This is an optimization exercise on Yosys and OpenROAD, whose aim is small area, a short achievable clock period and few clock cycles, not a production implementation.
The RTL was checked by simulation tests, not by an equivalence proof against the original design.
Power is estimated from default activity; no workload was simulated.

===== flow/config.mk =====
export PLATFORM = sky130hd
export DESIGN_NAME = spmv_top
export DESIGN_NICKNAME = spmv_top
export VERILOG_FILES = /design/flow/design.v
export SDC_FILE = /design/flow/constraint.sdc
export NUM_CORES = 4
export LEC_CHECK = 0
export CAP_MARGIN = 20
export CORE_MARGIN = 2
export CORE_UTILIZATION = 65
export CTS_CLUSTER_DIAMETER = 150
export CTS_CLUSTER_SIZE = 25
export SLEW_MARGIN = 45

===== flow/constraint.sdc =====
create_clock -name core_clock -period 12.0 [get_ports {clk}]
set_input_delay 2.4000 -clock core_clock [delete_from_list [all_inputs] [get_ports {clk}]]
set_output_delay 2.4000 -clock core_clock [all_outputs]
set_load 0.01 [all_outputs]

===== flow/design.v =====
`timescale 1ns/1ps
module spmv_top (
    input  logic                       clk,
    input  logic                       rst_n,
    input  logic                       cmd_val,
    input  logic [5:0]                 cmd_opcode,
    input  logic [64-1:0]     cmd_config_data,
    output logic                       busy,
    output logic                       resp_val,
    input  logic                       resp_rdy,
    output logic [64-1:0]     resp_data,
    input  logic                       mem_req_rdy,
    output logic                       mem_req_val,
    output logic [6-1:0] mem_req_transid,
    output logic [40-1:0]   mem_req_addr,
    input  logic                       mem_resp_val,
    input  logic [6-1:0] mem_resp_transid,
    input  logic [64-1:0]     mem_resp_data
);
    localparam logic [2:0] ST_IDLE = 3'd0;
    localparam logic [2:0] ST_COLL = 3'd1;   
    localparam logic [2:0] ST_RUN  = 3'd2;   
    localparam logic [2:0] ST_HOLD = 3'd3;   
    localparam logic [2:0] ST_READ = 3'd4;   
    localparam int D = 4;
    localparam int PW = 3;
    logic [2:0]  state, state_nx;
    logic        got_one;      
    logic        init_q;       
    logic        spm_ok;       
    logic [1:0]  op;
    logic        cmd_hsk, start_init, ld_spm, ld_vec, get_res, second_ld;
    logic        done_c, fin_q, rd_last;
    logic        st_run, st_hold, st_read;
    logic [40-1:0] val_ptr, vec_ptr;
    logic [6:0]     nr, vlen;
    assign op         = cmd_opcode[1:0];
    assign cmd_hsk    = cmd_val && !busy;
    assign st_run     = state == ST_RUN;
    assign st_hold    = state == ST_HOLD;
    assign st_read    = state == ST_READ;
    assign start_init = cmd_hsk && op == 2'd0 && (state == ST_IDLE || st_hold);
    assign ld_spm     = cmd_hsk && state == ST_COLL && op == 2'd1;
    assign ld_vec     = cmd_hsk && state == ST_COLL && op == 2'd2;
    assign second_ld  = (ld_spm || ld_vec) && got_one;
    assign get_res    = cmd_hsk && st_hold && op == 2'd3;
    always_comb begin
        state_nx = state;
        case (state)
            ST_IDLE: if (start_init) state_nx = ST_COLL;
            ST_COLL: if (second_ld) state_nx = ST_RUN;
            ST_RUN:  if (fin_q) state_nx = ST_HOLD;
            ST_HOLD: begin
                if (start_init) state_nx = ST_COLL;
                else if (get_res) state_nx = ST_READ;
            end
            ST_READ: if (rd_last) state_nx = ST_IDLE;
            default: state_nx = ST_IDLE;
        endcase
    end
    always_ff @(posedge clk) begin
        if (!rst_n) begin
            state   <= ST_IDLE;
            busy    <= 1'b0;
            got_one <= 1'b0;
            init_q  <= 1'b0;
            spm_ok  <= 1'b0;
        end else begin
            state   <= state_nx;
            busy    <= state_nx == ST_RUN || state_nx == ST_READ;
            init_q  <= start_init;
            if (start_init) spm_ok <= 1'b0;
            else if (ld_spm) spm_ok <= 1'b1;
            if (start_init) got_one <= 1'b0;
            else if (ld_spm || ld_vec) got_one <= 1'b1;
        end
    end
    always_ff @(posedge clk) begin
        if (start_init) val_ptr <= cmd_config_data[40-1:0];
        if (ld_spm) begin
            nr  <= cmd_config_data[16 +: 6+1];
        end
        if (ld_vec) begin
            vec_ptr <= cmd_config_data[40-1:0];
            vlen    <= cmd_config_data[40 +: 6+1];
        end
    end
    localparam int CQ = 4;
    logic [6:0]   r_iss;             
    logic [2:0]             rl_cred;           
    logic [2:0]             cq_cred;           
    logic [12:0]   avail;             
    logic [12-1:0] kv;                
    logic [2:0]             xi3;               
    logic [2:0]             cq_wp;             
    logic                   vnext;             
    logic [12:0]   off_col;           
    logic [12+1:0] off_rl;            
    logic [6-1:0] colq [0:CQ-1];
    logic                   want_rl, want_x, want_v, want_c, gen_any, gen_fire;
    logic                   rl_more;           
    logic                   avail_nz;          
    logic [12:0]   avail_nx;
    logic                   gen_rl, gen_c, gen_x;
    logic                   s1_v, s1_vec;      
    logic [1:0]             s1_kind;
    logic [12+1:0] s1_off;
    localparam int HI_W = 40 - 12 - 2;
    logic [HI_W-1:0]        val_hi1, vec_hi1;
    logic [12+2:0] s1_lo;
    logic [12+1:0] s1_blo;            
    assign s1_lo = {1'b0, s1_blo} + {1'b0, s1_off};
    assign val_hi1 = val_ptr[40-1:12+2] + 1'b1;
    assign vec_hi1 = vec_ptr[40-1:12+2] + 1'b1;
    logic [1:0]             pkind [0:2];       
    logic [12+1:0] plo [0:2];         
    logic                   pvec [0:2];        
    logic                   pcy [0:2];
    logic                   gvec;              
    logic [12+1:0] goff;
    logic [1:0]             pq_wp, pq_rp;
    logic [1:0]             pq_cnt;
    logic                   oh;                
    logic                   req_hsk, out_free, pend_move;
    logic [2:0]             out_cnt, out_cnt_nx;
    logic                   rl_back_e, rl_back_p;    
    logic [2:0]             rl_cred_in;
    assign rl_cred_in = rl_cred + {2'b00, rl_back_e} + {2'b00, rl_back_p};
    assign want_v    = vnext;
    assign want_rl   = rl_more && rl_cred != 3'd0;
    assign want_c    = avail_nz && cq_cred != 3'd0;
    assign want_x    = cq_wp != xi3;
    assign gen_any   = spm_ok && (want_v || want_rl || want_c || want_x);
    assign gvec      = !want_v && !want_rl && !want_c;
    always_comb begin
        if (want_v)       goff = {2'b00, kv};
        else if (want_rl) goff = off_rl;
        else if (want_c)  goff = {1'b0, off_col};
        else              goff = {{(12+2-6){1'b0}}, colq[xi3[1:0]]};
    end
    assign req_hsk   = mem_req_val && mem_req_rdy;
    assign out_free  = !oh || req_hsk;
    assign pend_move = st_run && pq_cnt != 2'd0 && out_free;
    assign gen_fire  = gen_any && (s1_v ? pq_cnt[1] == 1'b0 : pq_cnt != 2'd3);
    assign gen_rl    = gen_fire && !want_v && want_rl;
    assign gen_c     = gen_fire && !want_v && !want_rl && want_c;
    assign gen_x     = gen_fire && !want_v && !want_rl && !want_c;
    always_ff @(posedge clk) begin
        if (gen_fire) begin
            s1_kind <= want_v ? 2'd2 : want_rl ? 2'd1 :
                       want_c ? 2'd3 : 2'd0;
            s1_vec  <= gvec;
            s1_off  <= goff;
            s1_blo  <= gvec ? vec_ptr[12+1:0] : val_ptr[12+1:0];
        end
        if (s1_v) begin
            pkind[pq_wp] <= s1_kind;
            plo[pq_wp]   <= s1_lo[12+1:0];
            pvec[pq_wp]  <= s1_vec;
            pcy[pq_wp]   <= s1_lo[12+2];
        end
    end
    assign out_cnt_nx = out_cnt + {2'b00, req_hsk} - {2'b00, mem_resp_val};
    always_ff @(posedge clk) begin
        if (!rst_n) begin
            s1_v        <= 1'b0;
            pq_cnt      <= '0;
            pq_wp       <= '0;
            pq_rp       <= '0;
            oh          <= 1'b0;
            mem_req_val <= 1'b0;
            out_cnt     <= '0;
        end else begin
            s1_v        <= gen_fire;
            pq_cnt      <= pq_cnt + {1'b0, s1_v} - {1'b0, pend_move};
            if (s1_v) pq_wp <= pq_wp == 2'd2 ? 2'd0 : pq_wp + 1'b1;
            if (pend_move) pq_rp <= pq_rp == 2'd2 ? 2'd0 : pq_rp + 1'b1;
            oh          <= pend_move || (oh && !req_hsk);
            mem_req_val <= (pend_move || (oh && !req_hsk)) && out_cnt_nx != 3'd4;
            out_cnt     <= out_cnt_nx;
        end
    end
    always_ff @(posedge clk) begin
        if (pend_move) begin
            mem_req_addr    <= {pcy[pq_rp] ? (pvec[pq_rp] ? vec_hi1 : val_hi1)
                                           : (pvec[pq_rp] ? vec_ptr[40-1:12+2]
                                                          : val_ptr[40-1:12+2]),
                                plo[pq_rp]};
            mem_req_transid <= {4'b0000, pkind[pq_rp]};
        end
    end
    always_ff @(posedge clk) begin
        if (init_q) begin
            r_iss   <= '0;
            rl_more <= 1'b1;
            kv      <= '0;
            xi3     <= '0;
            vnext   <= 1'b0;
            rl_cred <= 3'(D);
            cq_cred <= 3'(CQ);
        end else begin
            if (gen_fire && want_v) begin
                kv    <= kv + 1'b1;
                vnext <= 1'b0;
            end
            if (gen_rl) begin
                r_iss   <= r_iss + 1'b1;
                rl_more <= r_iss + 1'b1 != nr;
                off_rl <= off_rl + 1'b1;
            end
            if (gen_c) off_col <= off_col + 1'b1;
            if (gen_x) begin
                xi3   <= xi3 + 1'b1;
                vnext <= 1'b1;
            end
            rl_cred <= gen_rl ? rl_cred_in - 1'b1 : rl_cred_in;
            if (gen_c)      cq_cred <= cq_cred - 1'b1;
            else if (gen_x) cq_cred <= cq_cred + 1'b1;
        end
        if (ld_spm) begin
            off_col <= {1'b0, cmd_config_data[12-1:0]};
            off_rl  <= {1'b0, cmd_config_data[12-1:0], 1'b0};
        end
    end
    logic                   rv_q;
    logic [1:0]             rk_q;
    logic [6:0]   rd_q;
    logic                   is_rl, is_c;
    logic                   resp_x, resp_v;
    logic [31:0]            xb;          
    assign resp_x = mem_resp_val && mem_resp_transid[1:0] == 2'd0;
    assign resp_v = mem_resp_val && mem_resp_transid[1:0] == 2'd2;
    always_ff @(posedge clk) begin
        rv_q <= rst_n && mem_resp_val;
        rk_q <= mem_resp_transid[1:0];
        rd_q <= mem_resp_data[6:0];
        if (resp_x) xb <= mem_resp_data[31:0];
    end
    assign is_rl = rv_q && rk_q == 2'd1;
    assign is_c  = rv_q && rk_q == 2'd3;
    always_ff @(posedge clk) begin
        if (is_c) colq[cq_wp[1:0]] <= rd_q[6-1:0];
        if (init_q) cq_wp <= '0;
        else if (is_c) cq_wp <= cq_wp + 1'b1;
    end
    logic [6:0]   r_rcv;
    logic [6:0]   fifo_len [0:D-1];
    logic [PW-1:0]          wp, rp;
    logic [6:0]   rl_len;
    logic                   rl_empty, pop;
    logic [12:0]   avail_in;
    assign rl_len    = rd_q[6:0];
    assign rl_empty  = rl_len == '0;
    assign rl_back_e = is_rl && rl_empty;
    assign avail_in  = avail + {{(12-6){1'b0}}, is_rl ? rl_len : 7'd0};
    assign avail_nx  = gen_c ? avail_in - 1'b1 : avail_in;
    assign rl_back_p = pop;
    always_ff @(posedge clk) begin
        if (is_rl && !rl_empty) begin
            fifo_len[wp[PW-2:0]] <= rl_len;
        end
    end
    always_ff @(posedge clk) begin
        if (init_q) begin
            r_rcv <= '0;
            avail    <= '0;
            avail_nz <= 1'b0;
            wp    <= '0;
        end else begin
            if (is_rl) begin
                r_rcv <= r_rcv + 1'b1;
                if (!rl_empty) wp <= wp + 1'b1;
            end
            avail    <= avail_nx;
            avail_nz <= avail_nx != '0;
        end
    end
    logic                    p1, p2, p3;
    logic [31:0]             ma;          
    logic [16:0]             win_lo, win_hi;    
    logic [7:0]              d_one, d_two, d_neg;    
    logic [7:0]              lo_one, lo_two, lo_neg, hi_one, hi_two, hi_neg;
    logic                    zacc;        
    logic [31:0]             t_s, t_c, acc_s, acc_c, a_s, a_c;
    logic [31:0]             pp [0:7];
    logic [31:0]             negv;
    logic                    first;       
    logic [6:0]    cnt_row;
    logic [6:0]    head_len;
    logic                    last;
    logic                    wr_v;
    logic [31:0]             row_sum;
    assign win_lo = {xb[15:0], 1'b0};
    assign win_hi = p1 ? xb[31:15] : 17'd0;
    always_comb begin
        for (int i = 0; i < 8; i++) begin
            lo_neg[i] = win_lo[2*i+2];
            lo_one[i] = win_lo[2*i+1] ^ win_lo[2*i];
            lo_two[i] = (win_lo[2*i+2] & ~win_lo[2*i+1] & ~win_lo[2*i]) | (~win_lo[2*i+2] & win_lo[2*i+1] & win_lo[2*i]);
            hi_neg[i] = win_hi[2*i+2];
            hi_one[i] = win_hi[2*i+1] ^ win_hi[2*i];
            hi_two[i] = (win_hi[2*i+2] & ~win_hi[2*i+1] & ~win_hi[2*i]) | (~win_hi[2*i+2] & win_hi[2*i+1] & win_hi[2*i]);
        end
    end
    always_ff @(posedge clk) begin
        p1    <= rst_n && resp_v;
        p2    <= rst_n && p1;
        p3    <= rst_n && p2;
        zacc  <= p1 && (p3 ? last : first);
        d_one <= resp_v ? lo_one : hi_one;
        d_two <= resp_v ? lo_two : hi_two;
        d_neg <= resp_v ? lo_neg : hi_neg;
        if (resp_v) ma <= mem_resp_data[31:0];
        else        ma <= {ma[15:0], 16'd0};
    end
    always_comb begin
        negv = '0;
        for (int i = 0; i < 8; i++) begin
            logic [32:0] m;
            m    = ({33{d_one[i]}} & {1'b0, ma}) | ({33{d_two[i]}} & {ma, 1'b0});
            pp[i] = ({m[31:0]} ^ {32{d_neg[i]}}) << (2 * i);
            negv[2 * i] = d_neg[i];
        end
    end
    logic [31:0] l1a_s, l1a_c, l1b_s, l1b_c, l1c_s, l1c_c, l2a_s, l2a_c, l2b_s, l2b_c, l3a_s, l3a_c, l4a_s, l4a_c, m1_s, m1_c, m2_s, m2_c;
    assign l1a_s = pp[0] ^ pp[1] ^ pp[2];
    assign l1a_c = ((pp[0] & pp[1]) | (pp[0] & pp[2]) | (pp[1] & pp[2])) << 1;
    assign l1b_s = pp[3] ^ pp[4] ^ pp[5];
    assign l1b_c = ((pp[3] & pp[4]) | (pp[3] & pp[5]) | (pp[4] & pp[5])) << 1;
    assign l1c_s = pp[6] ^ pp[7] ^ negv;
    assign l1c_c = ((pp[6] & pp[7]) | (pp[6] & negv) | (pp[7] & negv)) << 1;
    assign l2a_s = l1a_s ^ l1a_c ^ l1b_s;
    assign l2a_c = ((l1a_s & l1a_c) | (l1a_s & l1b_s) | (l1a_c & l1b_s)) << 1;
    assign l2b_s = l1b_c ^ l1c_s ^ l1c_c;
    assign l2b_c = ((l1b_c & l1c_s) | (l1b_c & l1c_c) | (l1c_s & l1c_c)) << 1;
    assign l3a_s = l2a_s ^ l2a_c ^ l2b_s;
    assign l3a_c = ((l2a_s & l2a_c) | (l2a_s & l2b_s) | (l2a_c & l2b_s)) << 1;
    assign l4a_s = l3a_s ^ l3a_c ^ l2b_c;
    assign l4a_c = ((l3a_s & l3a_c) | (l3a_s & l2b_c) | (l3a_c & l2b_c)) << 1;
    assign a_s = zacc ? 32'd0 : acc_s;
    assign a_c = zacc ? 32'd0 : acc_c;
    assign m1_s = t_s ^ t_c ^ a_s;
    assign m1_c = ((t_s & t_c) | (t_s & a_s) | (t_c & a_s)) << 1;
    assign m2_s = m1_s ^ m1_c ^ a_c;
    assign m2_c = ((m1_s & m1_c) | (m1_s & a_c) | (m1_c & a_c)) << 1;
    assign head_len = fifo_len[rp[PW-2:0]];
    always_ff @(posedge clk) last <= cnt_row == head_len - 1'b1;
    assign pop      = p3 && last;
    assign row_sum  = acc_s + acc_c;
    always_ff @(posedge clk) begin
        t_s   <= l4a_s;
        t_c   <= l4a_c;
        acc_s <= m2_s;
        acc_c <= m2_c;
    end
    always_ff @(posedge clk) begin
        if (init_q) begin
            rp      <= '0;
            cnt_row <= '0;
            first   <= 1'b1;
            wr_v    <= 1'b0;
        end else begin
            wr_v <= pop;
            if (p3) begin
                if (last) begin
                    rp      <= rp + 1'b1;
                    cnt_row <= '0;
                    first   <= 1'b1;
                end else begin
                    cnt_row <= cnt_row + 1'b1;
                    first   <= 1'b0;
                end
            end
        end
    end
    assign done_c = all_in_q && !pad_r && !gen_any && !s1_v && pq_cnt == 2'd0 && !oh && out_cnt == 3'd0;
    logic [32-1:0] ych [0:64-1];
    logic [64-1:0] nz_row;     
    logic [6:0]    sc;          
    logic [2:0]              tsel;
    logic [32-1:0] tap;
    logic                    all_in, all_in_q, ld_first, ld_next, sh;
    logic                    pad_r, first_sh;    
    logic [2:0]              pc, npad;
    logic [6:0]    p;           
    logic [32-1:0] rdata;
    logic                    out_hsk;
    assign all_in   = r_rcv == nr && wp == rp && !wr_v;
    assign npad     = 3'd0 - sc[2:0];
    assign ld_first = fin_q;
    assign ld_next  = out_hsk && !rd_last;
    assign tsel     = sc[6:3] - 1'b1;
    assign tap      = ych[{tsel, 3'b111}];
    assign sh       = wr_v || pad_r || first_sh || (ld_next && nz_row[p[6-1:0]]);
    always_ff @(posedge clk) begin
        if (sh) begin
            ych[0] <= row_sum;
            for (int i = 1; i < 64; i++) ych[i] <= ych[i-1];
        end
    end
    always_ff @(posedge clk) begin
        if (init_q) begin
            nz_row <= '0;
            sc     <= '0;
            all_in_q <= 1'b0;
            fin_q  <= 1'b0;
            first_sh <= 1'b0;
            pad_r  <= 1'b0;
            pc     <= '0;
        end else begin
            if (all_in && !all_in_q) begin
                all_in_q <= 1'b1;
                pc       <= npad;
                pad_r    <= npad != 3'd0;
            end else if (pad_r) begin
                pc    <= pc - 1'b1;
                pad_r <= pc != 3'd1;
            end
            fin_q    <= st_run && done_c && !fin_q;
            first_sh <= st_run && done_c && !fin_q && nz_row[0];
            if (is_rl) nz_row[r_rcv[6-1:0]] <= !rl_empty;
            if (wr_v || pad_r) sc <= sc + 1'b1;
        end
    end
    assign out_hsk = resp_val && resp_rdy;
    assign rd_last = out_hsk && p == nr;
    assign resp_data = {{(64-32){1'b0}}, rdata};
    always_ff @(posedge clk) begin
        if (!rst_n) begin
            resp_val <= 1'b0;
        end else if (get_res) begin
            resp_val <= 1'b1;
        end else if (rd_last) begin
            resp_val <= 1'b0;
        end
    end
    always_ff @(posedge clk) begin
        if (ld_first) begin
            p     <= 7'd1;
            rdata <= nz_row[0] ? tap : 32'd0;
        end else if (ld_next) begin
            p     <= p + 1'b1;
            rdata <= nz_row[p[6-1:0]] ? tap : 32'd0;
        end
    end
endmodule

===== flow/flow/run.sh =====
#!/bin/bash
# The standard layout (the standard.sh: the standard synthesis and every ORFS step
# unchanged, at the design's clock and constraints), with one difference: the timing repair
# is asked for 8.2 ns of setup slack instead of 0, so the resizer also speeds up paths that
# already meet the 12 ns clock. make and each ORFS step log to orfs/logs/...; the make run
# itself logs to standard.log.
set -euo pipefail
cd "$(dirname "$0")/.."
export SETUP_SLACK_MARGIN=8.2
bash standard.sh > standard.log 2>&1

===== flow/standard.sh =====
#!/bin/bash
# synth_recipe.tcl (not shown) runs the flow's synth.tcl, then flattens the netlist and writes it again
# the make line also repeats each setting of config.mk as NAME=value (left out here)
make -C /OpenROAD-flow-scripts/flow DESIGN_CONFIG=/design/flow/config.mk WORK_HOME=/design/flow/orfs CLKGATE_MAP_FILE= SYNTH_SCRIPT=/design/flow/synth_recipe.tcl "${@:-finish}"

==> out/qor.csv, run 1 <==
metric,value,unit
run status,finished clean,
die area,159800,um^2
final hold vios,0,
Starting DRT DRC Count,4506,
largest net degree at the start of global routing,97,
Hold Crit Class,register to register,
area grow syn2layout,8.924,%
final setup fails,0,
crit path cell chain,buf_2,
most frequent cells after synthesis,"2,402 x edfxtp_1, 375 x dfxtp_1, 312 x a22oi_1",
post-synthesis compound-gate area fraction,4.898,%
share of the synthesized area in the top cell type,70.83,%
gr ovfl total,0,
DP Worst Slack,5.748,ns
Worst EP required,9.60,ns
Reg2Reg Depth,11,
WS Path Type,register to primary output,
post-synthesis sequential area ratio,78.21,%
Simple-Gate Fraction of Synth Area,4.231,%
Starting Density,65.34,%
"non-filler cells, final",8053,
Slew Limit Fails,0,
ANT nets after route,0,
Syn Inst Count,5751,
mapped cell area,101800,um^2
mean post-synth cell area,17.71,um^2
reg-to-reg startpoint,p[0],
"top cells by area, synth","edfxtp_1 71%, dfxtp_1 7.4%, fa_1 3.9%",
mux cell area share after synthesis,1.572,%
# rows,145,
worst slew pin tran,0.8399,ns
skew final,0.05261,ns
hold_ws,0.4041,ns
vias in the first global route,46278,
Via density,5.864,
"count leader, synth",edfxtp_1,
Final WS setup,8.108,ns
Bufs and invs on worst path,1,
PortBufs,158,
Power Total,17920,uW
"Core Util, Final",71.17,%
Startpoint Class,register,
critical path peak fanout,1,
Reg2Reg Setup Slack,8.25,ns
Synthesis Warnings,3,
DR vias,47222,
clock root buffer,clkbuf_16,
hold depth,0,
DRT Pass-1 Iters,6,
insertion delay to the later sink of the worst-skew pair,0.80,ns
f_max,256.9,MHz
WL per Instance,22.13,um
CORE AREA,155800,um^2
H-Tree Depth,3,
Chip Width,399.8,um
CTS tree,built,
clk slew on worst S/H paths,0.10,ns
P_leak,0.03521,uW
Max-Cap Viols,0,
RSZ-0062 raised after global routing,yes,
min-delay src,ych[3][15],
Sink Count,2777,
Most used DFF post-synth,edfxtp_1,
Die Height,399.8,um
slowest cell on the critical path,edfxtp_1,
Layout Nets,6420,
main combinational cell family by area after synthesis,adder cells,
CP top delay family,flip-flops,
ys async rst share,0,%
HPWL after DPL,102200,um
CP max stage delay,0.52,ns
crit share post-route,32.43,%
"Endpoint, Worst Hold",ych[4][15],
Bufs on Longest Clock Path,3,
Seq cells post-synth,2777,
Routed WL,178200,um
first-pass GRT wire length,269200,um
XOR/XNOR Fraction of Synth Area,3.759,%
dpl cells,7805,
Reg2Reg Capture Point,ych[62][9],
Synth Area in Adders,5.451,%
RePlAce Congestion,0.8225,
I/O pin total,259,
Synth area leader,edfxtp_1,
pwr/cell area,161.6,nW/um^2
DR DRC count,0,
layout cell share with drive strength beyond 1,8.243,%
Unique masters post-synth,73,
CP arrival,1.49,ns
CTS buffer count,121,
Post-synth EDFFs,2402,
overall routing resource usage,22.19,%
Peak VDD IR,0.1608,mV
Final min period,3.892,ns
initial antenna violation count,6,
Worst slew margin,43.93,%
CP endpoint kind,primary output,
-- layout by cell type (no fill, tap or decap), drive strengths merged, types with 61 or more instances in the layout --
master / netlist / routed
nor2b: 78 / 78
inv: 191 / 191
nand3: 61 / 61
a21oi: 91 / 91
xnor2: 277 / 277
dfxtp: 375 / 375
fa: 196 / 196
a22oi: 312 / 312
nor2: 269 / 269
xor2: 160 / 160
clkbuf: 189 / 164
ha: 130 / 130
buf: 80 / 198
o21ai: 111 / 111
nand2: 278 / 278
clkdlybuf4s50: 0 / 80
edfxtp: 2402 / 2402
-- report_power, final --
part / leakage [uW] / switching, uW / internal [uW]
sequential: 0.0231 / 258 / 10900
clock: 0.00161 / 2710 / 1870
combinational: 0.0105 / 1290 / 909
total: 0.0352 / 4260 / 13700
-- cell families (layout without fill, tap and decap cells) --
logic type / Yosys count / in the layout
AOI/OAI and AO/OA: 723 / 724
xor gates and xnor gates: 437 / 437
adders and majority gates: 326 / 326
buffers and inverters: 461 / 667
DFF: 2777 / 2777
muxes: 111 / 111
other: 1 / 38
and+or+nand+nor: 915 / 915
-- metrics by stage --
| step | cell area (um^2) | setup TNS, ns |
|---|---|---|
| 6_report | 110900 | 0 |
| 3_3_place_gp | 105600 | 0 |
| 4_1_cts | 110500 | 0 |
| 3_5_place_dp | 106000 | 0 |
| 5_1_grt | 110900 | 0 |
| 2_1_floorplan | 102000 | -9444.66 |
-- area by class of cell --
| type | count | area, um^2 |
|---|---|---|
| Timing Repair inverter | 1 | 8.758 |
| Clock inverter | 7 | 175.2 |
| Clock buffer | 161 | 3178 |
| Tap cell | 2058 | 2575 |
| Inverter | 192 | 747.0 |
| Antenna cell | 2 | 5.005 |
| Fill cell | 9720 | 44930 |
| Sequential cell | 2777 | 79710 |
| Multi-Input combinational cell | 2549 | 20640 |
| Timing Repair Buffer | 306 | 3874 |
-- sequential cells by signal (all words and copies together), names as in the netlist, 30 cells and up, named ones only --
name	flops
acc_c	30
acc_s	32
ma	32
mem_req_addr	40
nz_row	64
plo	42
rdata	32
t_s	32
val_ptr	40
vec_ptr	40
xb	32
ych	2048
-- worst max path at each step --
stage | cells after the start | to | start
final | 1 | resp_data[2] | rdata[2]
after global routing | 1 | resp_data[2] | rdata[2]
after CTS | 1 | resp_data[2] | rdata[2]
after detailed placement | 8 | ych[61][8] | resp_rdy
after global placement | 6 | ych[29][23] | resp_rdy
after floorplan | 3 | ych[0][0] | resp_rdy
-- what timing repair did --
action                                  4_1_cts  5_1_grt
endpoints found under the setup margin     2060      675
cloned                                       43        4
resized for setup                           352       32
hold buffers                                  0        0
setup buffers                                12       19
pin swaps                                     3        5
-- routing by layer --
| metal | part of all wire [%] | track usage, % | vias to the layer above |
|---|---|---|---|
| met3 | 4.8 | 2.669 | 252 |
| met4 | 2.5 | 6.075 | 4 |
| met1 | 46 | 33.56 | 24155 |
| li1 | - | - | 21614 |
| met5 | 0.012 | 0 | - |
| met2 | 47 | 34.84 | 1197 |
Testbench counts, summed over its fixed seeds: cycles 129,931.
==> inputs of run 2 (changes only) <==
--- a/flow/design.v
+++ b/flow/design.v
@@ -32,3 +32,3 @@
     logic        cmd_hsk, start_init, ld_spm, ld_vec, get_res, second_ld;
-    logic        done_c, fin_q, rd_last;
+    logic        done_c, rd_last;
     logic        st_run, st_hold, st_read;
@@ -51,3 +51,3 @@
             ST_COLL: if (second_ld) state_nx = ST_RUN;
-            ST_RUN:  if (fin_q) state_nx = ST_HOLD;
+            ST_RUN:  if (done_c) state_nx = ST_HOLD;
             ST_HOLD: begin
@@ -283,3 +283,3 @@
     logic                    zacc;        
-    logic [31:0]             t_s, t_c, acc_s, acc_c, a_s, a_c;
+    logic [31:0]             t_s, t_c, acc, a_in;
     logic [31:0]             pp [0:7];
@@ -291,3 +291,2 @@
     logic                    wr_v;
-    logic [31:0]             row_sum;
     assign win_lo = {xb[15:0], 1'b0};
@@ -324,3 +323,3 @@
     end
-    logic [31:0] l1a_s, l1a_c, l1b_s, l1b_c, l1c_s, l1c_c, l2a_s, l2a_c, l2b_s, l2b_c, l3a_s, l3a_c, l4a_s, l4a_c, m1_s, m1_c, m2_s, m2_c;
+    logic [31:0] l1a_s, l1a_c, l1b_s, l1b_c, l1c_s, l1c_c, l2a_s, l2a_c, l2b_s, l2b_c, l3a_s, l3a_c, l4a_s, l4a_c, m1_s, m1_c;
     assign l1a_s = pp[0] ^ pp[1] ^ pp[2];
@@ -339,8 +338,5 @@
     assign l4a_c = ((l3a_s & l3a_c) | (l3a_s & l2b_c) | (l3a_c & l2b_c)) << 1;
-    assign a_s = zacc ? 32'd0 : acc_s;
-    assign a_c = zacc ? 32'd0 : acc_c;
-    assign m1_s = t_s ^ t_c ^ a_s;
-    assign m1_c = ((t_s & t_c) | (t_s & a_s) | (t_c & a_s)) << 1;
-    assign m2_s = m1_s ^ m1_c ^ a_c;
-    assign m2_c = ((m1_s & m1_c) | (m1_s & a_c) | (m1_c & a_c)) << 1;
+    assign a_in = zacc ? 32'd0 : acc;
+    assign m1_s = t_s ^ t_c ^ a_in;
+    assign m1_c = ((t_s & t_c) | (t_s & a_in) | (t_c & a_in)) << 1;
     assign head_len = fifo_len[rp[PW-2:0]];
@@ -348,3 +344,2 @@
     assign pop      = p3 && last;
-    assign row_sum  = acc_s + acc_c;
     always_ff @(posedge clk) begin
@@ -352,4 +347,3 @@
         t_c   <= l4a_c;
-        acc_s <= m2_s;
-        acc_c <= m2_c;
+        acc   <= m1_s + m1_c;
     end
@@ -387,5 +381,6 @@
     logic                    out_hsk;
-    assign all_in   = r_rcv == nr && wp == rp && !wr_v;
-    assign npad     = 3'd0 - sc[2:0];
-    assign ld_first = fin_q;
+    assign all_in   = r_rcv == nr && wp == rp;
+    assign npad     = 3'd0 - sc[2:0] - {2'b00, wr_v};
+    assign ld_first = st_run && done_c;
+    assign first_sh = ld_first && nz_row[0];
     assign ld_next  = out_hsk && !rd_last;
@@ -396,3 +391,3 @@
         if (sh) begin
-            ych[0] <= row_sum;
+            ych[0] <= acc;
             for (int i = 1; i < 64; i++) ych[i] <= ych[i-1];
@@ -405,4 +400,2 @@
             all_in_q <= 1'b0;
-            fin_q  <= 1'b0;
-            first_sh <= 1'b0;
             pad_r  <= 1'b0;
@@ -418,4 +411,2 @@
             end
-            fin_q    <= st_run && done_c && !fin_q;
-            first_sh <= st_run && done_c && !fin_q && nz_row[0];
             if (is_rl) nz_row[r_rcv[6-1:0]] <= !rl_empty;
--- a/flow/config.mk
+++ b/flow/config.mk
@@ -10,4 +10,4 @@
 export CORE_UTILIZATION = 65
-export CTS_CLUSTER_DIAMETER = 150
-export CTS_CLUSTER_SIZE = 25
+export CTS_CLUSTER_DIAMETER = 100
+export CTS_CLUSTER_SIZE = 20
 export SLEW_MARGIN = 45
==> run 2 against run 1 <==
Still clean on timing, DRC and antenna; utilization up 0.80 points; sequential power barely moved; total power grew 9.3%; routed wire length up 5.3%.
==> out/qor.csv, run 2 <==
metric,value,unit
post-synthesis sequential area ratio,78.34,%
PortBufs,158,
Starting DRT DRC Count,4568,
CORE AREA,154000,um^2
Top Registers,"ych: 2048 flops, nz_row: 64 flops, plo: 42 flops",
"Core Util, Final",71.97,%
final setup fails,0,
die area,158300,um^2
most frequent cells in the layout,"2,402 x edfxtp_1, 306 x dfxtp_1, 304 x nand2_1, 289 x a22oi_1, 268 x xnor2_1",
initial antenna violation count,2,
ANT nets after route,0,
Bufs on Longest Clock Path,3,
mapped cell area,100800,um^2
DP Worst Slack,5.694,ns
Synthesis Warnings,3,
first-pass GRT wire length,280500,um
"most common cell after layout, fill and taps aside",edfxtp_1,
most frequent cells after synthesis,"2,402 x edfxtp_1, 343 x dfxtp_1, 307 x nand2_1",
Bufs and invs on worst path,1,
Worst EP required,9.60,ns
largest net degree at the start of global routing,155,
RePlAce Congestion,0.8491,
Chip Width,397.9,um
Final min period,3.984,ns
ys async rst share,0,%
Layout Nets,6393,
clock root buffer,clkbuf_16,
CP max stage delay,0.58,ns
pwr/cell area,176.6,nW/um^2
"non-filler cells, final",8074,
DR vias,47513,
Slew Limit Fails,0,
CTS tree,built,
H-Tree Depth,4,
Sink Count,2745,
Peak VDD IR,0.1630,mV
Post-synth EDFFs,2402,
"Most flops, register",ych,
CTS buffer count,156,
Routed WL,187700,um
share of the synthesized area in the top cell type,71.53,%
vias in the first global route,46698,
"count leader, synth",edfxtp_1,
Max-Cap Viols,0,
CP endpoint kind,primary output,
insertion delay to the later sink of the worst-skew pair,0.81,ns
gr ovfl total,0,
Unique masters post-synth,80,
WL per Instance,23.24,um
skew final,0.03893,ns
mean post-synth cell area,17.59,um^2
DRT Pass-1 Iters,6,
RSZ-0062 raised after global routing,yes,
Seq cells post-synth,2745,
final hold vios,0,
max FFs per register,2048,
crit path cell chain,buf_6,
TNS Setup,0,ns
CP top delay family,flip-flops,
Die Height,397.9,um
Syn Inst Count,5732,
Synth area leader,edfxtp_1,
worst slew pin tran,0.8053,ns
WS Path Type,register to primary output,
P_leak,0.03502,uW
critical path peak fanout,1,
hold_ws,0.3880,ns
DR DRC count,0,
clk slew on worst S/H paths,0.08,ns
overall routing resource usage,23.64,%
CP arrival,1.58,ns
Via density,5.885,
Hold Crit Class,register to register,
Starting Density,65.46,%
f_max,251.0,MHz
crit share post-route,33.20,%
layout cell share with drive strength beyond 1,9.123,%
dpl cells,7775,
Filler cells,9358,
HPWL after DPL,107700,um
run status,finished clean,
Startpoint Class,register,
Most used DFF post-synth,edfxtp_1,
slowest cell on the critical path,edfxtp_1,
# rows,144,
I/O pin total,259,
Worst slew margin,46.24,%
Final WS setup,8.016,ns
area grow syn2layout,9.948,%
"top cells by area, synth","edfxtp_1 72%, dfxtp_1 6.8%, fa_1 3.3%",
==> run 2: cell count changes in the layout (fill, tap and decap cells not counted), moves of 16 or more <==
cell	delta
buf_6	+16
nand2_1	+27
a22oi_1	-23
nor2_1	-45
fa_1	-30
clkbuf_16	+42
nor2b_1	-19
a21oi_1	+46
clkbuf_1	+23
dfxtp_1	-30
==> run 2: per-stage QoR <==
stage	area, um^2	total power (uW)
after CTS	110500	19690
after floorplan	101000	13680
after global routing	110900	20440
final	110900	19580
after global placement	104700	14140
after detailed placement	105100	14270
==> run 2: power breakdown <==
part           internal, uW  switching, uW  leakage, uW  total, uW
Combinational          1190           1750      0.00999       2940
Clock                  2490           2890      0.00217       5380
Sequential            11000            301       0.0229      11300
Total                 14600           4940       0.0350      19600
==> run 2: layout make-up <==
class | count | area, um^2 | share of cell area (%)
timing repair inverter | 1 | 8.758 | 0.007899
sequential | 2745 | 79070 | 71.31
inverter | 184 | 706.9 | 0.6376
tap | 2044 | 2557 | 2.307
multi-input combinational | 2567 | 20360 | 18.36
clock buffer | 223 | 4240 | 3.824
timing repair buffer | 295 | 3623 | 3.268
clock inverter | 14 | 310.3 | 0.2799
antenna | 1 | 2.502 | 0.002257
==> run 2: timing repair <==
action                      CTS  global route
resized for setup           373            50
pin swaps                     4             9
hold buffers                  0             0
buffers inserted             18             3
setup endpoints to repair  2117           850
gates cloned                 29             7
==> run 2: final timing paths <==
| kind | start | end | slack, ns | depth (start not counted) |
|---|---|---|---|---|
| worst max-delay path | mem_req_addr[30] | mem_req_addr[30] | 8.02 | 1 |
| worst min-delay path | ych[4][23] | ych[5][23] | 0.39 | 0 |
| worst max register to register | p[0] | ych[39][7] | 8.27 | 11 |
| worst min register to register | ych[4][23] | ych[5][23] | 0.39 | 0 |
==> run 2: per-layer routing <==
| layer | part of all wire, % | wire, um | GRT usage [%] |
|---|---|---|---|
| met1 | 44 | 82140 | 34.71 |
| met2 | 48 | 90420 | 37.82 |
| met3 | 5.6 | 10480 | 3.256 |
| met4 | 2.5 | 4617 | 6.622 |
| met5 | 0 | 0 | 0 |
==> run 2: cells by family after synthesis <==
group / count (synthesis) / synth area share [%]
DFF: 2745 / 78.34
other: 1 / 0.003719
AOI/OAI and AO/OA: 759 / 5.097
buffers and inverters: 457 / 1.877
adders and majority gates: 297 / 4.928
xor gates and xnor gates: 440 / 3.821
and+or+nand+nor: 921 / 4.320
muxes: 112 / 1.617
Testbench counts of run 2, summed over its fixed seeds: cycles 129,715.
==> inputs of run 3 (changes only) <==
--- a/flow/design.v
+++ b/flow/design.v
@@ -35,3 +35,3 @@
     logic [40-1:0] val_ptr, vec_ptr;
-    logic [6:0]     nr, vlen;
+    logic [6:0]     nr;
     assign op         = cmd_opcode[1:0];
@@ -79,9 +79,4 @@
         if (start_init) val_ptr <= cmd_config_data[40-1:0];
-        if (ld_spm) begin
-            nr  <= cmd_config_data[16 +: 6+1];
-        end
-        if (ld_vec) begin
-            vec_ptr <= cmd_config_data[40-1:0];
-            vlen    <= cmd_config_data[40 +: 6+1];
-        end
+        if (ld_spm) nr <= cmd_config_data[16 +: 6+1];
+        if (ld_vec) vec_ptr <= cmd_config_data[40-1:0];   
     end
--- a/flow/config.mk
+++ b/flow/config.mk
@@ -12,2 +12,2 @@
 export CTS_CLUSTER_SIZE = 20
-export SLEW_MARGIN = 45
+export SLEW_MARGIN = 20
==> run 3 against run 2 <==
Still clean; cell count down 0.14%; non-clock buffer count down 13; largest power group unchanged; count of clock-buffer cells in the layout fell by 21; routed wire length fell by 2.7%; via count decreased by 0.22%; register-to-register slack gained 0.04 ns.
==> out/qor.csv, run 3 <==
metric,value,unit
run status,finished clean,
Reg2Reg Depth,8,
CP endpoint kind,primary output,
I/O pin total,259,
TNS Setup,0,ns
Seq cells post-synth,2745,
P_leak,0.03484,uW
ANT nets after route,0,
CTS buffer count,156,
"most common cell after layout, fill and taps aside",edfxtp_1,
most frequent cells after synthesis,"2,402 x edfxtp_1, 343 x dfxtp_1, 308 x nand2_1",
"count leader, synth",edfxtp_1,
skew final,0.07205,ns
Die Height,397.9,um
WL per Instance,22.64,um
slowest cell on the critical path,edfxtp_1,
DP Worst Slack,5.528,ns
die area,158300,um^2
Syn Inst Count,5748,
gr ovfl total,0,
initial antenna violation count,0,
Slew Limit Fails,0,
Chip Width,397.9,um
vias in the first global route,46146,
min-delay src,ych[14][17],
hold depth,0,
H-Tree Depth,4,
critical path peak fanout,2,
RSZ-0062 raised after global routing,yes,
dpl cell area,104700,um^2
"top cells by area, synth","edfxtp_1 72%, dfxtp_1 6.8%, fa_1 3.3%",
final setup fails,0,
Reg2Reg Capture Point,t_s[11],
Unique masters post-synth,85,
Synth area leader,edfxtp_1,
Via density,5.880,
DR vias,47408,
DR DRC count,0,
Synthesis Warnings,3,
"Most flops, register",ych,
PortBufs,158,
largest net degree at the start of global routing,105,
post-synthesis sequential area ratio,78.32,%
mean post-synth cell area,17.55,um^2
RePlAce Congestion,0.8269,
Final WS setup,8.144,ns
layout cell share with drive strength beyond 1,8.707,%
register area,79050,um^2
CORE AREA,154000,um^2
WS Path Type,register to primary output,
Bufs and invs on worst path,1,
first-pass GRT wire length,271400,um
overall routing resource usage,22.68,%
CP max stage delay,0.47,ns
Post-CTS Hold Buffers,0,
clock root buffer,clkbuf_16,
area grow syn2layout,9.546,%
area occupied by multi-input gates,20400,um^2
f_max,259.4,MHz
Routed WL,182500,um
final instance area,110500,um^2
max FFs per register,2048,
CTS tree,built,
Worst slew margin,29.31,%
Startpoint Class,register,
Hold Crit Class,register to register,
most frequent cells in the layout,"2,402 x edfxtp_1, 316 x dfxtp_1, 306 x nand2_1, 277 x xnor2_1, 264 x a22oi_1",
share of the synthesized area in the top cell type,71.51,%
Filler cells,9533,
worst slew pin tran,1.055,ns
Post-synth EDFFs,2402,
HPWL after DPL,102400,um
Max-Cap Viols,0,
Final min period,3.856,ns
Top Registers,"ych: 2048 flops, nz_row: 64 flops, plo: 42 flops",
DRT Pass-1 Iters,7,
"Endpoint, Worst Hold",ych[15][17],
Worst EP required,9.60,ns
Layout Nets,6400,
crit path cell chain,buf_2,
CP top delay family,flip-flops,
crit share post-route,32.13,%
ys async rst share,0,%
# rows,144,
Starting DRT DRC Count,4454,
Reg2Reg Setup Slack,8.31,ns
Bufs on Longest Clock Path,3,
mapped cell area,100900,um^2
pwr/cell area,173.4,nW/um^2
Peak VDD IR,0.1355,mV
CP arrival,1.46,ns
Sink Count,2745,
insertion delay to the later sink of the worst-skew pair,0.84,ns
final hold vios,0,
reg-to-reg startpoint,ma[7],
Starting Density,65.48,%
Most used DFF post-synth,edfxtp_1,
clk slew on worst S/H paths,0.08,ns
==> run 3: cell count changes after synthesis, sizes merged, moves of 8 or more <==
cell,change
o21ai,+20
nor2,-30
xor2,-16
xnor2,+10
or3,+8
a22oi,-25
nand3,+21
a21oi,+19
==> run 3: metal layers <==
layer,track usage [%],wire length (um),vias up
met5,0,0,-
met4,6.548,4180,0
met3,2.786,9394,271
met2,35.94,87380,1358
met1,33.81,81560,24048
li1,-,-,21731
==> run 3: kinds of logic after synthesis <==
family          Yosys count  share of synthesized area (%)
other cells               1                       0.003718
flops                  2745                          78.32
fa+ha+maj               297                          4.927
xor+xnor                434                          3.776
mux                     104                          1.482
compound gates          786                          5.246
simple gates            922                          4.379
buf+inv                 459                          1.867
==> run 3: timing repair <==
item / CTS / global route
cloned: 26 / 14
gates resized for setup: 394 / 58
buffers inserted: 11 / 10
endpoints found under the setup margin: 2192 / 820
pin swaps: 5 / 9
==> run 3: cell type report <==
| class | instances | share of cell area (%) |
|---|---|---|
| diodes | 1 | 0.002265 |
| clock buffers | 202 | 3.689 |
| clock inverters | 17 | 0.3544 |
| inverters | 191 | 0.6534 |
| multi-input cells | 2581 | 18.46 |
| flip-flops and latches | 2745 | 71.54 |
| well taps | 2044 | 2.315 |
| repair buffers | 282 | 2.980 |
==> run 3: through the flow <==
step | cells | utilization [%] | hold slack [ns] | total power (uW)
4_1_cts | 8038 | 71.34 | 0.3884 | 19230
3_3_place_gp | 7781 | 67.95 | 0.4001 | 13770
2_1_floorplan | 5783 | - | 0.4003 | 13420
3_5_place_dp | 7782 | 67.97 | 0.4045 | 13850
6_report | 8063 | 71.73 | 0.3924 | 19160
5_1_grt | 8062 | 71.73 | 0.4005 | 19980
==> run 3: power by group <==
group	internal, uW	switching, uW	leakage, uW
clock network	2440	2910	0.00214
registers	10900	276	0.0229
logic	1070	1570	0.00984
==> run 3: worst max-delay path by stage <==
| stage | cells past startpoint | slack, ns | from | to |
|---|---|---|---|---|
| 6_report | 1 | 8.14 | rdata[20] | resp_data[20] |
| 5_1_grt | 1 | 8.08 | rdata[31] | resp_data[31] |
| 4_1_cts | 1 | 8.04 | rdata[31] | resp_data[31] |
| 3_5_place_dp | 6 | 5.53 | resp_rdy | ych[31][27] |
| 3_3_place_gp | 6 | 5.58 | resp_rdy | ych[56][26] |
| 2_1_floorplan | 4 | -5.38 | resp_rdy | ych[0][0] |
Testbench counts of run 3, summed over its fixed seeds: cycles 129,715.
==> inputs of run 4 (changes only) <==
--- a/flow/design.v
+++ b/flow/design.v
@@ -99,19 +99,15 @@
     logic                   gen_rl, gen_c, gen_x;
-    logic                   s1_v, s1_vec;      
-    logic [1:0]             s1_kind;
-    logic [12+1:0] s1_off;
     localparam int HI_W = 40 - 12 - 2;
     logic [HI_W-1:0]        val_hi1, vec_hi1;
-    logic [12+2:0] s1_lo;
-    logic [12+1:0] s1_blo;            
-    assign s1_lo = {1'b0, s1_blo} + {1'b0, s1_off};
+    logic [12+2:0] g_lo;
+    logic [12+1:0] g_blo;             
     assign val_hi1 = val_ptr[40-1:12+2] + 1'b1;
     assign vec_hi1 = vec_ptr[40-1:12+2] + 1'b1;
-    logic [1:0]             pkind [0:2];       
-    logic [12+1:0] plo [0:2];         
-    logic                   pvec [0:2];        
-    logic                   pcy [0:2];
+    logic [1:0]             pkind [0:1];       
+    logic [12+1:0] plo [0:1];         
+    logic                   pvec [0:1];        
+    logic                   pcy [0:1];
     logic                   gvec;              
     logic [12+1:0] goff;
-    logic [1:0]             pq_wp, pq_rp;
+    logic                   pq_wp, pq_rp;
     logic [1:0]             pq_cnt;
@@ -129,2 +125,4 @@
     assign gvec      = !want_v && !want_rl && !want_c;
+    assign g_blo     = gvec ? vec_ptr[12+1:0] : val_ptr[12+1:0];
+    assign g_lo      = {1'b0, g_blo} + {1'b0, goff};
     always_comb begin
@@ -138,3 +136,3 @@
     assign pend_move = st_run && pq_cnt != 2'd0 && out_free;
-    assign gen_fire  = gen_any && (s1_v ? pq_cnt[1] == 1'b0 : pq_cnt != 2'd3);
+    assign gen_fire  = gen_any && pq_cnt != 2'd2;
     assign gen_rl    = gen_fire && !want_v && want_rl;
@@ -144,13 +142,7 @@
         if (gen_fire) begin
-            s1_kind <= want_v ? 2'd2 : want_rl ? 2'd1 :
-                       want_c ? 2'd3 : 2'd0;
-            s1_vec  <= gvec;
-            s1_off  <= goff;
-            s1_blo  <= gvec ? vec_ptr[12+1:0] : val_ptr[12+1:0];
-        end
-        if (s1_v) begin
-            pkind[pq_wp] <= s1_kind;
-            plo[pq_wp]   <= s1_lo[12+1:0];
-            pvec[pq_wp]  <= s1_vec;
-            pcy[pq_wp]   <= s1_lo[12+2];
+            pkind[pq_wp] <= want_v ? 2'd2 : want_rl ? 2'd1 :
+                            want_c ? 2'd3 : 2'd0;
+            plo[pq_wp]   <= g_lo[12+1:0];
+            pvec[pq_wp]  <= gvec;
+            pcy[pq_wp]   <= g_lo[12+2];
         end
@@ -160,3 +152,2 @@
         if (!rst_n) begin
-            s1_v        <= 1'b0;
             pq_cnt      <= '0;
@@ -168,6 +159,5 @@
         end else begin
-            s1_v        <= gen_fire;
-            pq_cnt      <= pq_cnt + {1'b0, s1_v} - {1'b0, pend_move};
-            if (s1_v) pq_wp <= pq_wp == 2'd2 ? 2'd0 : pq_wp + 1'b1;
-            if (pend_move) pq_rp <= pq_rp == 2'd2 ? 2'd0 : pq_rp + 1'b1;
+            pq_cnt      <= pq_cnt + {1'b0, gen_fire} - {1'b0, pend_move};
+            if (gen_fire) pq_wp <= !pq_wp;
+            if (pend_move) pq_rp <= !pq_rp;
             oh          <= pend_move || (oh && !req_hsk);
@@ -364,3 +354,3 @@
     end
-    assign done_c = all_in_q && !pad_r && !gen_any && !s1_v && pq_cnt == 2'd0 && !oh && out_cnt == 3'd0;
+    assign done_c = all_in_q && !pad_r && !gen_any && pq_cnt == 2'd0 && !oh && out_cnt == 3'd0;
     logic [32-1:0] ych [0:64-1];
==> run 4 against run 3 <==
Sequential power about the same; still clean; synthesized cell count shrank 2.4%; first-iteration DRC count shrank 0.49%; critical endpoint is now resp_data[12]; highest routed layer unchanged; worst hold slack gained 0.0085 ns; routed wire length fell by 4.6%; via count shrank 2.4%; utilization shrank 0.33 points; global-route usage shrank 0.31 points; critical path depth unchanged; sequential share of layout area is 0.16 points higher.
==> out/qor.csv, run 4 <==
metric,value,unit
Startpoint Class,register,
Bufs and invs on worst path,1,
most frequent cells after synthesis,"2,353 x edfxtp_1, 339 x dfxtp_1, 309 x nand2_1",
I/O pin total,259,
TNS Setup,0,ns
"most common cell after layout, fill and taps aside",edfxtp_1,
most frequent cells in the layout,"2,353 x edfxtp_1, 317 x dfxtp_1, 307 x nand2_1, 281 x a22oi_1, 271 x xnor2_1",
"Most flops, register",ych,
CORE AREA,151400,um^2
dpl cells,7644,
Syn Inst Count,5610,
CTS buffer count,153,
crit path cell chain,buf_2,
ANT nets after route,0,
Synth area leader,edfxtp_1,
CP arrival,1.42,ns
WL per Instance,22.02,um
Max-Cap Viols,0,
mux cell area share after synthesis,1.336,%
share of the synthesized area in the top cell type,71.56,%
Starting DRT DRC Count,4432,
P_leak,0.03417,uW
mean post-synth cell area,17.60,um^2
Reg2Reg Setup Slack,8.27,ns
final hold vios,0,
"top cells by area, synth","edfxtp_1 72%, dfxtp_1 6.9%, fa_1 3.4%",
post-synthesis compound-gate area fraction,5.155,%
worst slew pin tran,1.063,ns
f_max,261.8,MHz
Worst EP required,9.60,ns
"count leader, synth",edfxtp_1,
Simple-Gate Fraction of Synth Area,4.354,%
HPWL after DPL,99310,um
Post-synth EDFFs,2353,
critical path peak fanout,1,
Unique masters post-synth,81,
WS Path Type,register to primary output,
clock root buffer,clkbuf_16,
Synthesis Warnings,3,
overall routing resource usage,22.37,%
Synth Area in Adders,5.033,%
layout cell share with drive strength beyond 1,8.836,%
clk slew on worst S/H paths,0.08,ns
Seq cells post-synth,2692,
skew final,0.03675,ns
Final min period,3.820,ns
pwr/cell area,174.2,nW/um^2
H-Tree Depth,4,
mapped cell area,98730,um^2
main combinational cell family by area after synthesis,compound AO/OA/AOI/OAI gates,
# rows,143,
final setup fails,0,
Routed WL,174100,um
"Core Util, Final",71.40,%
hold_ws,0.4009,ns
Hold Crit Class,register to register,
Post-CTS Hold Buffers,0,
Via density,5.851,
DR vias,46249,
CP max stage delay,0.46,ns
Chip Width,393.7,um
XOR/XNOR Fraction of Synth Area,3.832,%
Sink Count,2692,
first-pass GRT wire length,265200,um
RSZ-0062 raised after global routing,yes,
post-synthesis sequential area ratio,78.44,%
ys async rst share,0,%
vias in the first global route,45200,
"non-filler cells, final",7905,
CP top delay family,flip-flops,
gr ovfl total,0,
Most used DFF post-synth,edfxtp_1,
DRT Pass-1 Iters,6,
DR DRC count,0,
run status,finished clean,
Starting Density,65.23,%
PortBufs,158,
Die Height,393.7,um
Layout Nets,6258,
Peak VDD IR,0.1546,mV
largest net degree at the start of global routing,173,
slowest cell on the critical path,edfxtp_1,
Power Total,18820,uW
Worst slew margin,28.86,%
Bufs on Longest Clock Path,3,
initial antenna violation count,3,
crit share post-route,31.83,%
max FFs per register,2048,
insertion delay to the later sink of the worst-skew pair,0.79,ns
area grow syn2layout,9.457,%
Top Registers,"ych: 2048 flops, nz_row: 64 flops",
RePlAce Congestion,0.8403,
die area,155000,um^2
CP endpoint kind,primary output,
CTS tree,built,
Slew Limit Fails,0,
run 4: path summary, 6_finish.rpt:
path / from / depth (start not counted) / to
worst max-delay path: rdata[12] / 1 / resp_data[12]
worst min-delay path: ych[5][4] / 0 / ych[6][4]
worst max register to register: p[1] / 9 / ych[35][12]
worst min register to register: ych[5][4] / 0 / ych[6][4]
run 4: report_power, final:
| part | switching, uW | total [uW] | internal, uW |
|---|---|---|---|
| Clock | 2790 | 5200 | 2410 |
| Combinational | 1560 | 2630 | 1060 |
| Sequential | 266 | 11000 | 10700 |
run 4: area by class of cell:
| type | count | area, um^2 |
|---|---|---|
| flip-flops and latches | 2692 | 77490 |
| inverters | 187 | 705.7 |
| well taps | 2030 | 2540 |
| clock buffers | 199 | 4065 |
| diodes | 1 | 2.502 |
| clock inverters | 15 | 297.8 |
| fillers | 9513 | 43300 |
| multi-input cells | 2507 | 20010 |
| repair buffers | 274 | 2955 |
run 4: cells by family (layout without fill, tap and decap cells):
group	Yosys count	after routing
buffers and inverters	449	675
other	1	37
muxes	88	88
AOI/OAI and AO/OA	748	751
xor gates and xnor gates	432	432
adders and majority gates	297	297
and+or+nand+nor	903	903
DFF	2692	2692
run 4: repair_timing:
action                                  in CTS  in global routing
resized for setup                          401                 61
cloned                                      24                  1
setup buffers                               19                  2
pin swaps                                    8                 12
endpoints found under the setup margin    2290               1483
run 4: metrics by stage:
| stage | worst slack, ns | cell area [um^2] |
|---|---|---|
| 2_1_floorplan | -5.353 | 98890 |
| 3_3_place_gp | 5.678 | 102600 |
| 3_5_place_dp | 5.596 | 102600 |
| 4_1_cts | 8.047 | 107800 |
| 5_1_grt | 8.072 | 108100 |
| 6_report | 8.180 | 108100 |
run 4: per-layer routing:
| layer | share of wire [%] | vias up | routed length, um | GRT usage, % |
|---|---|---|---|---|
| li1 | - | 21202 | - | - |
| met1 | 45 | 23551 | 79140 | 33.58 |
| met2 | 47 | 1223 | 82280 | 35.04 |
| met3 | 5.2 | 273 | 9000 | 3.398 |
| met4 | 2.1 | 0 | 3692 | 5.925 |
| met5 | 0 | - | 0 | 0 |
Testbench counts of run 4, summed over its fixed seeds: cycles 129,440.
==> inputs of run 5 (changes only) <==
==> flow/run.sh (new file) <==
#!/bin/bash
# synth_recipe.tcl (not shown) runs the flow's synth.tcl, then flattens the netlist and writes it again
# the make line also repeats each setting of config.mk as NAME=value (left out here)
make -C /OpenROAD-flow-scripts/flow DESIGN_CONFIG=/design/flow/config.mk WORK_HOME=/design/flow/orfs CLKGATE_MAP_FILE= SYNTH_SCRIPT=/design/flow/synth_recipe.tcl finish
--- a/flow/config.mk
+++ b/flow/config.mk
@@ -12,2 +12,2 @@
 export CTS_CLUSTER_SIZE = 20
-export SLEW_MARGIN = 20
+export SLEW_MARGIN = 45
removed: flow/flow/run.sh
removed: flow/standard.sh
==> run 5 against run 4 <==
Count of clock-buffer cells in the layout unchanged; via count down 1.2%; worst setup slack got worse by 1.8 ns; critical endpoint is now ych[53][3]; largest cell class unchanged; sequential share of layout area is 0.40 points higher; total power is 0.63% lower; design area down 0.58%; worst hold slack improved by 0.0078 ns.
==> out/qor.csv, run 5 <==
metric,value,unit
Reg2Reg Depth,12,
PortBufs,158,
mux cell area share after synthesis,1.336,%
Simple-Gate Fraction of Synth Area,4.354,%
vias in the first global route,44298,
Starting Density,65.23,%
insertion delay to the later sink of the worst-skew pair,0.80,ns
Slew Limit Fails,0,
Sink Count,2692,
most frequent cells in the layout,"2,353 x edfxtp_1, 315 x dfxtp_1, 306 x nand2_1, 281 x a22oi_1, 272 x xnor2_1",
P_leak,0.03377,uW
layout cell share with drive strength beyond 1,6.559,%
area grow syn2layout,8.824,%
Post-synth EDFFs,2353,
post-synthesis sequential area ratio,78.44,%
Via density,5.804,
cts repair resizes,0,
WS Path Type,register to register,
Top Registers,"ych: 2048 flops, nz_row: 64 flops",
WL per Instance,21.47,um
Unique masters post-synth,81,
final hold vios,0,
clk slew on worst S/H paths,0.09,ns
HPWL after DPL,100400,um
critical path peak fanout,134,
Starting DRT DRC Count,4319,
H-Tree Depth,4,
final setup fails,0,
Hold Crit Class,register to register,
reg-to-reg startpoint,rl_cred[0],
Die Height,393.7,um
CP max stage delay,0.65,ns
Bufs and invs on worst path,6,
Reg2Reg Setup Slack,6.36,ns
Chip Width,393.7,um
CP top delay family,buffers and inverters,
register area,77480,um^2
area occupied by multi-input gates,19780,um^2
f_max,177.4,MHz
RePlAce Congestion,0.8403,
clock root buffer,clkbuf_16,
Layout Nets,6224,
Most used DFF post-synth,edfxtp_1,
Worst slew margin,46.26,%
CP arrival,6.09,ns
CTS buffer count,153,
Worst EP required,12.45,ns
TNS Setup,0,ns
CORE AREA,151400,um^2
Final min period,5.637,ns
DR DRC count,0,
XOR/XNOR Fraction of Synth Area,3.832,%
largest net degree at the start of global routing,161,
Seq cells post-synth,2692,
Max-Cap Viols,0,
Post-CTS Hold Buffers,0,
ANT nets after route,0,
"Core Util, Final",70.98,%
"Most flops, register",ych,
most frequent cells after synthesis,"2,353 x edfxtp_1, 339 x dfxtp_1, 309 x nand2_1",
"count leader, synth",edfxtp_1,
Synth area leader,edfxtp_1,
I/O pin total,259,
Bufs on Longest Clock Path,3,
Peak VDD IR,0.1286,mV
post-synthesis compound-gate area fraction,5.155,%
ys async rst share,0,%
crit path cell chain,"o31a_1, nor2_1, nand2_2, inv_1, nand4_1, a21oi_1, buf_4, a221o_4, buf_12, buf_12, buf_16, buf_16",
pwr/cell area,174.1,nW/um^2
skew final,0.03778,ns
initial antenna violation count,2,
"top cells by area, synth","edfxtp_1 72%, dfxtp_1 6.9%, fa_1 3.4%",
mean post-synth cell area,17.60,um^2
Reg2Reg Capture Point,ych[53][3],
RSZ-0062 raised after global routing,no,
Synthesis Warnings,3,
die area,155000,um^2
DR vias,45681,
Syn Inst Count,5610,
overall routing resource usage,21.69,%
CP endpoint kind,register,
CTS tree,built,
post-CTS setup buffers,0,
worst setup path start,rl_cred[0],
slowest cell on the critical path,inv_1,
Synth Area in Adders,5.033,%
gr ovfl total,0,
# rows,143,
share of the synthesized area in the top cell type,71.56,%
first-pass GRT wire length,257600,um
DRT Pass-1 Iters,6,
"most common cell after layout, fill and taps aside",edfxtp_1,
number of cells on the critical path,12,
Filler cells,9623,
max FFs per register,2048,
run status,finished clean,
mapped cell area,98730,um^2
Routed WL,169000,um
worst slew pin tran,0.7988,ns
crit share post-route,46.97,%
Startpoint Class,register,
worst setup path end,ych[53][3],
main combinational cell family by area after synthesis,compound AO/OA/AOI/OAI gates,
run 5: cell counts after synthesis:
Identical to the previous run, type by type.
run 5: worst min path at each step:
stage / slack (ns) / depth (start not counted) / to / startpoint
2_1_floorplan: 0.40 / 0 / ych[10][0] / ych[9][0]
3_3_place_gp: 0.40 / 0 / ych[45][7] / ych[44][7]
3_5_place_dp: 0.40 / 0 / ych[10][29] / ych[9][29]
4_1_cts: 0.40 / 0 / ych[46][1] / ych[45][1]
5_1_grt: 0.41 / 0 / ych[46][1] / ych[45][1]
6_report: 0.41 / 0 / ych[14][31] / ych[13][31]
run 5: power breakdown:
part	switching [uW]	leakage, uW	internal, uW
clock network	2790	0.00211	2420
logic	1510	0.00928	983
registers	261	0.0224	10700
total	4560	0.0338	14100
run 5: final cells by class:
cell class	instances	share of cell area [%]
Tap cell	2030	2.364
Timing Repair Buffer	243	2.383
Sequential cell	2692	72.11
Clock inverter	14	0.2830
Clock buffer	199	3.803
Multi-Input combinational cell	2504	18.40
Antenna cell	1	0.002329
Inverter	187	0.6533
run 5: kinds of logic (layout without fill, tap and decap cells):
family	after synthesis	count (layout)
muxes	88	88
AOI/OAI and AO/OA	748	748
adders and majority gates	297	297
DFF	2692	2692
xor gates and xnor gates	432	432
other	1	37
and+or+nand+nor	903	903
buffers and inverters	449	643
run 5: routing by layer:
metal / global-route usage, % / share of wire [%] / vias to the layer above
met4: 6.028 / 2.4 / 0
met1: 32.83 / 46 / 23052
li1: - / - / 21098
met2: 33.58 / 47 / 1238
met5: 0 / 0 / -
met3: 3.278 / 5.1 / 293
run 5: metrics by stage:
step	setup slack [ns]	power [uW]	hold WS (ns)	instances	cell area [um^2]
final	6.363	18700	0.4087	7870	107400
after global routing	5.865	19550	0.4081	7870	107400
after CTS	6.342	18890	0.4050	7865	107300
after detailed placement	5.836	13690	0.4045	7652	102900
after global placement	5.678	13590	0.4001	7644	102600
after floorplan	-5.353	13200	0.4003	5645	98890

-- what the ideal ports hide --
Ports are ideal in the flow. The routed layouts listed here were re-timed in OpenROAD. Step 1, drivers: a clkbuf_16 drives clk and a buf_2 each remaining input, both assumed. Step 2, shift: input delay + t, output delay - t, t = (earliest + latest rising clock arrival at the registers) / 2. This alone moves slack from input paths to output paths. Slacks: ideal ports / drivers / drivers and shift; pairs: ideal ports / drivers.
| run | t (ns) | slack for setup (ns) | worst register clock-pin slew, ns |
|---|---|---|---|
| run 1 | 0.840 | 8.108 / 8.030 / 7.389 | 0.11 / 0.11 |
| run 2 | 0.878 | 8.016 / 7.933 / 7.444 | 0.09 / 0.09 |
| run 3 | 0.891 | 8.144 / 8.056 / 7.358 | 0.10 / 0.10 |
| run 4 | 0.857 | 8.180 / 8.096 / 7.428 | 0.09 / 0.09 |
| run 5 | 0.867 | 6.363 / 6.363 / 5.855 | 0.09 / 0.09 |
After both steps every run listed still meets setup and hold. For run 3, which loses most, drivers alone change the setup slack by -0.088 ns; drivers and shift together by -0.786 ns.
